This design comes from an exercise in tuning for small area, a short achievable clock period and few clock cycles per item on the open sky130 flow, not from production work. RTL that was checked went through simulation tests only; none was proved equivalent to the original. Power and IR drop assume default switching activity.

v6:
// touch_pad_baseline_and_detect_unit
module touch_pad_baseline_and_detect_unit #(
	parameter int CAL_SAMPLES   = 10,
	parameter int TRIM_EACH_END = 2,
	parameter int COUNT_WIDTH   = 16
) (
	input  logic                           clk,
	input  logic                           arst_n,
	input  logic                           in_valid,
	output logic                           in_stall,
	input  logic                           action,
	input  logic [15:0]                    charge_count,
	output logic                           out_valid,
	input  logic                           out_stall,
	output logic                           result_kind,
	output logic                           pressed,
	output logic [15:0]                    baseline_value,
	output logic                           cal_error,
	input  logic                           psel,
	input  logic                           penable,
	input  logic                           pwrite,
	input  logic [tpbd_pkg::PADDR_W-1:0]   paddr,
	input  logic [tpbd_pkg::PDATA_W-1:0]   pwdata,
	output logic [tpbd_pkg::PDATA_W-1:0]   prdata,
	output logic                           pready
);
export LEC_CHECK = 0
export ABC_AREA = 1
export CAP_MARGIN = 20
export CORE_MARGIN = 2
export CORE_UTILIZATION = 40
export CTS_CLUSTER_DIAMETER = 100
export CTS_CLUSTER_SIZE = 24
export SLEW_MARGIN = 20
create_clock -name core_clock -period 8.0 [get_ports {clk}]
standard.sh (not shown) runs the stock make flow with config.mk's settings and CLKGATE_MAP_FILE= SYNTH_SCRIPT=/design/flow/synth_recipe.tcl, a recipe that flattens the netlist after the stock synthesis.
==> flow/flow/run.sh <==
#!/bin/bash
# The standard layout with the standard synthesis unchanged. Two changes
# to how the layout is made: every port still gets a buffer, but a plain
# buf_2 rather than the delay cell the resizer picks by default; and the
# setup repair aims a little further below the clock period.
set -euo pipefail
bash standard.sh 'BUFFER_PORTS_ARGS=-buffer_cell sky130_fd_sc_hd__buf_2' SETUP_SLACK_MARGIN=5.3 finish > make_finish.log 2>&1
Input-level comparison between v7 and v6:
--- a/flow/design.v
+++ b/flow/design.v
@@ -145,40 +145,31 @@
 			r    = b[i] ? {r[1], ~(r[1] | r[0])} : {r[0], r[1]};
 		end
 		div3_8 = {r, q};
 	endfunction
 	logic        rep_q;
 	logic [15:0] gate_q;
 	logic [15:0] maxc_q;
 	logic [15:0] rd_q;
-	logic [2:0]  we_q;
-	logic        cfg_acc;
-	assign pready  = 1'b1;
-	assign cfg_acc = psel && penable;
-	always_ff @(posedge clk) begin
-		we_q[0] <= psel && !penable && pwrite && (paddr[3:2] == REG_REPEAT_MODE);
-		we_q[1] <= psel && !penable && pwrite && (paddr[3:2] == REG_GATE_THRESHOLD);
-		we_q[2] <= psel && !penable && pwrite && (paddr[3:2] == REG_MAX_COUNT);
-	end
+	logic        cfg_wr;
+	assign pready = 1'b1;
+	assign cfg_wr = psel && penable && pwrite;
 	always_ff @(posedge clk or negedge arst_n) begin
 		if (!arst_n) begin
 			rep_q  <= RST_REPEAT_MODE;
 			gate_q <= RST_GATE_THRESHOLD;
 			maxc_q <= RST_MAX_COUNT;
-		end else begin
-			if (cfg_acc && we_q[0]) begin
-				rep_q <= pwdata[0];
-			end
-			if (cfg_acc && we_q[1]) begin
-				gate_q <= pwdata[15:0];
-			end
-			if (cfg_acc && we_q[2]) begin
-				maxc_q <= pwdata[15:0];
-			end
+		end else if (cfg_wr) begin
+			unique case (paddr[3:2])
+				REG_REPEAT_MODE:    rep_q  <= pwdata[0];
+				REG_GATE_THRESHOLD: gate_q <= pwdata[15:0];
+				REG_MAX_COUNT:      maxc_q <= pwdata[15:0];
+				default:            rep_q  <= rep_q;
+			endcase
 		end
 	end
 	always_ff @(posedge clk) begin
 		unique case (paddr[3:2])
 			REG_REPEAT_MODE:    rd_q <= {15'd0, rep_q};
 			REG_GATE_THRESHOLD: rd_q <= gate_q;
 			REG_MAX_COUNT:      rd_q <= maxc_q;
 			default:            rd_q <= '0;
[summary]
| clock-pin slew on the worst setup and hold paths | v6 vs v7 | ≈ equal |. Share of cell area taken by flip-flops and latches, v7 and v6, lower one = v6. Synthesized cell count | v7 below v6. The run showing the smaller combinational fraction of design power is v6. Between v7 and v6, it is v7 whose total routing usage reported by global routing is lower, by 2.2 points. Looking at transition time at the pin with the least slew margin across v7 and v6, the one that comes out higher is v6. Status: global placer's final weighted congestion parity (v6, v7). The cell-internal power of v7 exceeds that of v6 by 1.5%.
Testbench counts of v7, summed over its fixed seeds: cycles 5,272, results 1,600.
Function not checked in v6: the RTL went through the layout flow alone.

what the ideal ports hide:
In the flow no input, the clock included, has a driving cell. The finished layouts below were timed again as built, in two steps.
Step 1 assumes that a clkbuf_16 drives the clock port and a buf_2 every other input.
Step 2 moves the port delays by t, midway between the first and last clock arrival at a register: inputs arrive t later, outputs are due t later. That takes back most of the time a late clock gives input paths.
Three values: ideal ports, drivers, drivers and shift; two values: the first two.
| run | t, ns | setup slack, ns | worst setup path after step 2 | latest minus earliest clock arrival (ns) |
|---|---|---|---|---|
| v6 | 0.536 | 5.313 / 5.263 / 5.037 | input to register | 0.028 / 0.029 |
| v7 | 0.537 | 5.327 / 5.275 / 4.935 | input to register | 0.026 / 0.026 |
After both steps every run listed still meets setup and hold. The setup slack of v7, which loses most, moves by -0.052 ns with the drivers and by -0.392 ns with both steps.
